Background: an optimization exercise with open tools, aiming at small area and a short achievable clock period. Do not read the settings as production practice.
At most, simulation tests tie the RTL to the original design; equivalence was not proved.
Power figures rest on the tool's default switching activity, not on a simulated workload.

before:
==> flow/design.v <==
module vdma_lsram_sdp #(
  parameter int DATA_WIDTH = 32,
  parameter int ADDR_WIDTH = 7
) (
  input  logic                  clk_i,
  input  logic                  rst_i,
  input  logic                  shift_i,
  input  logic [DATA_WIDTH-1:0] wdata_i,
  input  logic                  re_i,
  input  logic [ADDR_WIDTH:0]   level_i,
  input  logic                  flush_i,
  input  logic                  up_i,
  input  logic                  down_i,
  output logic [DATA_WIDTH-1:0] rdata_o
);
  localparam int ENTRIES = (1 << ADDR_WIDTH) - 1;
  logic [DATA_WIDTH-1:0] mem_q [ENTRIES];
  logic [DATA_WIDTH-1:0] rdata_q, rdata_d;
  logic [ENTRIES-1:0]    rsel_lo_q, rsel_hi_q, rsel_d;
  localparam int LEVELS = 1 << (ADDR_WIDTH + 1);
  logic [LEVELS-1:0] eq;
  always_comb begin
    for (int k = 0; k < LEVELS; k++) eq[k] = (level_i == (ADDR_WIDTH+1)'(k));
    if (flush_i)     rsel_d[0] = 1'b1;
    else if (up_i)   rsel_d[0] = eq[0] | eq[1];
    else if (down_i) rsel_d[0] = eq[0] | eq[1] | eq[2] | eq[3];
    else             rsel_d[0] = eq[0] | eq[1] | eq[2];
    for (int i = 1; i < ENTRIES; i++) begin
      if (flush_i)     rsel_d[i] = 1'b0;
      else if (up_i)   rsel_d[i] = eq[i + 1];
      else if (down_i) rsel_d[i] = eq[i + 3];
      else             rsel_d[i] = eq[i + 2];
    end
  end
  for (genvar b = 0; b < DATA_WIDTH; b++) begin : g_bit
    logic [ENTRIES-1:0] col;
    for (genvar i = 0; i < ENTRIES; i++) begin : g_col
      assign col[i] = mem_q[i][b];
    end
    vdma_lsram_rd_slice #(.N(ENTRIES)) u_rd (
      .d_i   (col),
      .sel_i (b < DATA_WIDTH / 2 ? rsel_lo_q : rsel_hi_q),
      .ld_i  (re_i),
      .q_i   (rdata_q[b]),
      .y_o   (rdata_d[b])
    );
  end
  always_ff @(posedge clk_i) begin
    if (shift_i) begin
      mem_q[0] <= wdata_i;
      for (int i = 1; i < ENTRIES; i++) mem_q[i] <= mem_q[i-1];
    end
  end
  vdma_lsram_sel_reg #(.N(ENTRIES)) u_sel_lo (.clk_i(clk_i), .d_i(rsel_d), .q_o(rsel_lo_q));
  vdma_lsram_sel_reg #(.N(ENTRIES)) u_sel_hi (.clk_i(clk_i), .d_i(rsel_d), .q_o(rsel_hi_q));
  always_ff @(posedge clk_i or posedge rst_i) begin
    if (rst_i) rdata_q <= '0;
    else       rdata_q <= rdata_d;
  end
  assign rdata_o = rdata_q;
endmodule
module vdma_lsram_rd_slice #(
  parameter int N = 127
) (
  input  logic [N-1:0] d_i,
  input  logic [N-1:0] sel_i,
  input  logic         ld_i,
  input  logic         q_i,
  output logic         y_o
);
  localparam int G = N / 3;
  localparam int R = N - 3 * G;
  logic [G-1:0] t_n;
  logic         r_n;
  for (genvar g = 0; g < G; g++) begin : g_aoi
    vdma_lsram_aoi222 u_aoi (.a_i(d_i[3*g +: 3]), .b_i(sel_i[3*g +: 3]), .y_no(t_n[g]));
  end
  if (R > 0) begin : g_rest
    assign r_n = ~|(d_i[N-1:3*G] & sel_i[N-1:3*G]);
  end else begin : g_norest
    assign r_n = 1'b1;
  end
  assign y_o = ld_i ? ~(&t_n & r_n) : q_i;
endmodule
module vdma_lsram_aoi222 (
  input  logic [2:0] a_i,
  input  logic [2:0] b_i,
  output logic       y_no
);
  assign y_no = ~|(a_i & b_i);
endmodule
module vdma_lsram_sel_reg #(
  parameter int N = 127
) (
  input  logic         clk_i,
  input  logic [N-1:0] d_i,
  output logic [N-1:0] q_o
);
  always_ff @(posedge clk_i) q_o <= d_i;
endmodule
module vdma_lsram_fwft_fifo #(
  parameter int DATA_WIDTH    = 32,
  parameter int ADDR_WIDTH    = 7,
  parameter int AFULL_THRESH  = 2**ADDR_WIDTH - 4,
  parameter int AEMPTY_THRESH = 4
) (
  input  logic                  CLK,
  input  logic                  RESET,
  input  logic                  FLUSH,
  input  logic                  W_EN,
  input  logic [DATA_WIDTH-1:0] W_DATA,
  input  logic                  R_EN,
  output logic [DATA_WIDTH-1:0] R_DATA,
  output logic                  FULL,
  output logic                  EMPTY,
  output logic                  AFULL,
  output logic                  AEMPTY,
  output logic [ADDR_WIDTH:0]   LEVEL,
  output logic                  OVERFLOW,
  output logic                  UNDERFLOW
);
  localparam int               DEPTH    = 1 << ADDR_WIDTH;
  localparam int               LVL_W    = ADDR_WIDTH + 1;
  localparam logic [LVL_W-1:0] AFULL_L  = LVL_W'(AFULL_THRESH);
  localparam logic [LVL_W-1:0] AEMPTY_L = LVL_W'(AEMPTY_THRESH);
  logic [LVL_W-1:0]      level_q;
  logic                  valid_q, afull_q, aempty_q, ovf_q, ufl_q;
  logic                  full, push, pop, stored, refill, rd_load;
  logic [LVL_W-1:0]      level_d;
  logic                  afull_d, aempty_d, up, down;
  assign full    = level_q[ADDR_WIDTH];
  assign push    = W_EN & ~full;
  assign pop     = R_EN & valid_q;
  assign stored  = (level_q[LVL_W-1:1] != '0) | (level_q[0] & ~valid_q);
  assign refill  = stored & (~valid_q | R_EN);
  assign rd_load = ~valid_q | R_EN;
  always_comb begin
    level_d  = level_q;
    afull_d  = afull_q;
    aempty_d = aempty_q;
    if (push & ~pop) begin
      level_d  = level_q + 1'b1;
      afull_d  = (level_q >= AFULL_L - 1'b1);
      aempty_d = (level_q <= AEMPTY_L - 1'b1);
    end else if (pop & ~push) begin
      level_d  = level_q - 1'b1;
      afull_d  = (level_q >= AFULL_L + 1'b1);
      aempty_d = (level_q <= AEMPTY_L + 1'b1);
    end
  end
  assign up   = push & ~pop;
  assign down = pop & ~push;
  always_ff @(posedge CLK or posedge RESET) begin
    if (RESET) begin
      level_q  <= '0;
      valid_q  <= 1'b0;
      afull_q  <= 1'b0;
      aempty_q <= 1'b1;
      ovf_q    <= 1'b0;
      ufl_q    <= 1'b0;
    end else if (FLUSH) begin
      level_q  <= '0;
      valid_q  <= 1'b0;
      afull_q  <= 1'b0;
      aempty_q <= 1'b1;
      ovf_q    <= 1'b0;
      ufl_q    <= 1'b0;
    end else begin
      level_q  <= level_d;
      valid_q  <= refill | (valid_q & ~R_EN);
      afull_q  <= afull_d;
      aempty_q <= aempty_d;
      ovf_q    <= ovf_q | (W_EN & full);
      ufl_q    <= ufl_q | (R_EN & ~valid_q);
    end
  end
  vdma_lsram_sdp #(
    .DATA_WIDTH (DATA_WIDTH),
    .ADDR_WIDTH (ADDR_WIDTH)
  ) u_ram (
    .clk_i   (CLK),
    .rst_i   (RESET),
    .shift_i (push),
    .wdata_i (W_DATA),
    .re_i    (rd_load),
    .level_i (level_q),
    .flush_i (FLUSH),
    .up_i    (up),
    .down_i  (down),
    .rdata_o (R_DATA)
  );
  assign EMPTY     = ~valid_q;
  assign FULL      = full;
  assign AFULL     = afull_q;
  assign AEMPTY    = aempty_q;
  assign LEVEL     = level_q;
  assign OVERFLOW  = ovf_q;
  assign UNDERFLOW = ufl_q;
endmodule
==> flow/config.mk <==
export PLATFORM = sky130hd
export DESIGN_NAME = vdma_lsram_fwft_fifo
export DESIGN_NICKNAME = vdma_lsram_fwft_fifo
export VERILOG_FILES = /design/flow/design.v
export SDC_FILE = /design/flow/constraint.sdc
export NUM_CORES = 4
export LEC_CHECK = 0
export CAP_MARGIN = 20
export CORE_MARGIN = 2
export CORE_UTILIZATION = 60
export CTS_CLUSTER_DIAMETER = 100
export CTS_CLUSTER_SIZE = 30
export SETUP_SLACK_MARGIN = 2.0
export SLEW_MARGIN = 20
export SYNTH_HIERARCHICAL = 1
==> flow/constraint.sdc <==
create_clock -name core_clock -period 4.5 [get_ports {CLK}]
set_input_delay 0.9000 -clock core_clock [delete_from_list [all_inputs] [get_ports {CLK}]]
set_output_delay 0.9000 -clock core_clock [all_outputs]
set_load 0.01 [all_outputs]
run.sh (not shown) runs the stock make flow with config.mk's settings and CLKGATE_MAP_FILE= SYNTH_SCRIPT=/design/flow/synth_recipe.tcl, a recipe that flattens the netlist after the stock synthesis.
### before -> after
-- flow/design.v --
<<< before, line 9
  input  logic                  re_i,
  input  logic [ADDR_WIDTH:0]   level_i,
  input  logic                  flush_i,
  input  logic                  up_i,
  input  logic                  down_i,
  output logic [DATA_WIDTH-1:0] rdata_o
);
  localparam int ENTRIES = (1 << ADDR_WIDTH) - 1;
  logic [DATA_WIDTH-1:0] mem_q [ENTRIES];
  logic [DATA_WIDTH-1:0] rdata_q, rdata_d;
  logic [ENTRIES-1:0]    rsel_lo_q, rsel_hi_q, rsel_d;
  localparam int LEVELS = 1 << (ADDR_WIDTH + 1);
  logic [LEVELS-1:0] eq;
  always_comb begin
    for (int k = 0; k < LEVELS; k++) eq[k] = (level_i == (ADDR_WIDTH+1)'(k));
    if (flush_i)     rsel_d[0] = 1'b1;
    else if (up_i)   rsel_d[0] = eq[0] | eq[1];
    else if (down_i) rsel_d[0] = eq[0] | eq[1] | eq[2] | eq[3];
    else             rsel_d[0] = eq[0] | eq[1] | eq[2];
    for (int i = 1; i < ENTRIES; i++) begin
      if (flush_i)     rsel_d[i] = 1'b0;
      else if (up_i)   rsel_d[i] = eq[i + 1];
      else if (down_i) rsel_d[i] = eq[i + 3];
      else             rsel_d[i] = eq[i + 2];
    end
  end
>>> after, line 9
  input  logic                  re_i,
  input  logic [ADDR_WIDTH:0]   level_i,
  output logic [DATA_WIDTH-1:0] rdata_o
);
  localparam int ENTRIES = (1 << ADDR_WIDTH) - 1;
  logic [DATA_WIDTH-1:0] mem_q [ENTRIES];
  logic [DATA_WIDTH-1:0] rdata_q, rdata_m;
  logic [ENTRIES-1:0]    rsel_q, rsel_d;
  always_comb begin
    for (int i = 0; i < ENTRIES; i++) begin
      if (i == 0) rsel_d[i] = (level_i[ADDR_WIDTH:1] == '0) | (level_i == (ADDR_WIDTH+1)'(2));
      else        rsel_d[i] = (level_i == (ADDR_WIDTH+1)'(i + 2));
    end
  end
<<< before, line 40
    vdma_lsram_rd_slice #(.N(ENTRIES)) u_rd (
      .d_i   (col),
      .sel_i (b < DATA_WIDTH / 2 ? rsel_lo_q : rsel_hi_q),
      .ld_i  (re_i),
      .q_i   (rdata_q[b]),
      .y_o   (rdata_d[b])
    );
  end
>>> after, line 28
    vdma_lsram_rd_slice #(.N(ENTRIES)) u_rd (
      .d_i   (col),
      .sel_i (rsel_q),
      .y_o   (rdata_m[b])
    );
  end
<<< before, line 51
      for (int i = 1; i < ENTRIES; i++) mem_q[i] <= mem_q[i-1];
    end
  end
  vdma_lsram_sel_reg #(.N(ENTRIES)) u_sel_lo (.clk_i(clk_i), .d_i(rsel_d), .q_o(rsel_lo_q));
  vdma_lsram_sel_reg #(.N(ENTRIES)) u_sel_hi (.clk_i(clk_i), .d_i(rsel_d), .q_o(rsel_hi_q));
  always_ff @(posedge clk_i or posedge rst_i) begin
    if (rst_i) rdata_q <= '0;
    else       rdata_q <= rdata_d;
  end
  assign rdata_o = rdata_q;
>>> after, line 37
      for (int i = 1; i < ENTRIES; i++) mem_q[i] <= mem_q[i-1];
    end
    rsel_q <= rsel_d;
  end
  always_ff @(posedge clk_i or posedge rst_i) begin
    if (rst_i) rdata_q <= '0;
    else if (re_i) rdata_q <= rdata_m;
  end
  assign rdata_o = rdata_q;
<<< before, line 65
  input  logic [N-1:0] d_i,
  input  logic [N-1:0] sel_i,
  input  logic         ld_i,
  input  logic         q_i,
  output logic         y_o
);
>>> after, line 50
  input  logic [N-1:0] d_i,
  input  logic [N-1:0] sel_i,
  output logic         y_o
);
<<< before, line 81
    assign r_n = 1'b1;
  end
  assign y_o = ld_i ? ~(&t_n & r_n) : q_i;
endmodule
module vdma_lsram_aoi222 (
>>> after, line 64
    assign r_n = 1'b1;
  end
  assign y_o = ~(&t_n & r_n);
endmodule
module vdma_lsram_aoi222 (
<<< before, line 89
);
  assign y_no = ~|(a_i & b_i);
endmodule
module vdma_lsram_sel_reg #(
  parameter int N = 127
) (
  input  logic         clk_i,
  input  logic [N-1:0] d_i,
  output logic [N-1:0] q_o
);
  always_ff @(posedge clk_i) q_o <= d_i;
endmodule
module vdma_lsram_fwft_fifo #(
>>> after, line 72
);
  assign y_no = ~|(a_i & b_i);
endmodule
module vdma_lsram_fwft_fifo #(
<<< before, line 127
  logic                  valid_q, afull_q, aempty_q, ovf_q, ufl_q;
  logic                  full, push, pop, stored, refill, rd_load;
  logic [LVL_W-1:0]      level_d;
  logic                  afull_d, aempty_d, up, down;
  assign full    = level_q[ADDR_WIDTH];
  assign push    = W_EN & ~full;
>>> after, line 101
  logic                  valid_q, afull_q, aempty_q, ovf_q, ufl_q;
  logic                  full, push, pop, stored, refill, rd_load;
  logic [LVL_W-1:0]      level_d, level_nxt;
  logic                  afull_d, aempty_d;
  assign full    = level_q[ADDR_WIDTH];
  assign push    = W_EN & ~full;
<<< before, line 149
    end
  end
  assign up   = push & ~pop;
  assign down = pop & ~push;
  always_ff @(posedge CLK or posedge RESET) begin
    if (RESET) begin
>>> after, line 123
    end
  end
  assign level_nxt = FLUSH ? '0 : level_d;
  always_ff @(posedge CLK or posedge RESET) begin
    if (RESET) begin
<<< before, line 184
    .wdata_i (W_DATA),
    .re_i    (rd_load),
    .level_i (level_q),
    .flush_i (FLUSH),
    .up_i    (up),
    .down_i  (down),
    .rdata_o (R_DATA)
  );
>>> after, line 157
    .wdata_i (W_DATA),
    .re_i    (rd_load),
    .level_i (level_nxt),
    .rdata_o (R_DATA)
  );
[summary]
Re worst reg2reg path depth: no difference whatsoever between after and before.
Compared with before, in after post-synthesis share of cell area spent on full adders, half adders and majority gates about even, number of nets in the synthesized netlist fell 420.
Looking at slowest cell on the critical path, the sky130_fd_sc_hd__a222oi_1 result is from after; the sky130_fd_sc_hd__nor4_1 one comes from before.
From before to after the numbers moved as follows: sequential share of layout area down 0.53 points, detailed-route vias per instance moved up, power share of the sequential group now larger, power of the clock network barely changed.
after vs. before: detailed-routing iteration count for the pre-antenna-repair pass went down; fmax went down; power went down; minimum period implied by the final worst setup slack went up; aggregate global-route resource usage went up.
after ends up with a wire length of the first global-routing pass that is 40,000 um higher than in before.
No functional check of the RTL was part of after.

[static timing again, ports no longer ideal]
The results above use ideal ports. As a check the final layouts listed here were re-extracted and re-timed, cells and wires unchanged.
Step 1, drivers: a clkbuf_16 drives CLK and a buf_2 each remaining input, both assumed.
Step 2 also shifts input and output timing later by t, the mid clock arrival at the registers, as if the neighbouring blocks saw the same clock.
Three values: ideal ports, drivers, drivers and shift; two values: the first two.
| run | t, ns | setup slack, ns | latest minus earliest clock arrival (ns) | worst register clock-pin slew, ns |
|---|---|---|---|---|
| before | 0.973 | 1.813 / 1.813 / 1.156 | 0.044 / 0.044 | 0.12 / 0.12 |
| after | 0.942 | 1.692 / 1.692 / 0.971 | 0.052 / 0.052 | 0.12 / 0.12 |
After both steps setup and hold are still met in every run listed. For after, which loses most, drivers alone change the setup slack by 0.000 ns; drivers and shift together by -0.721 ns.
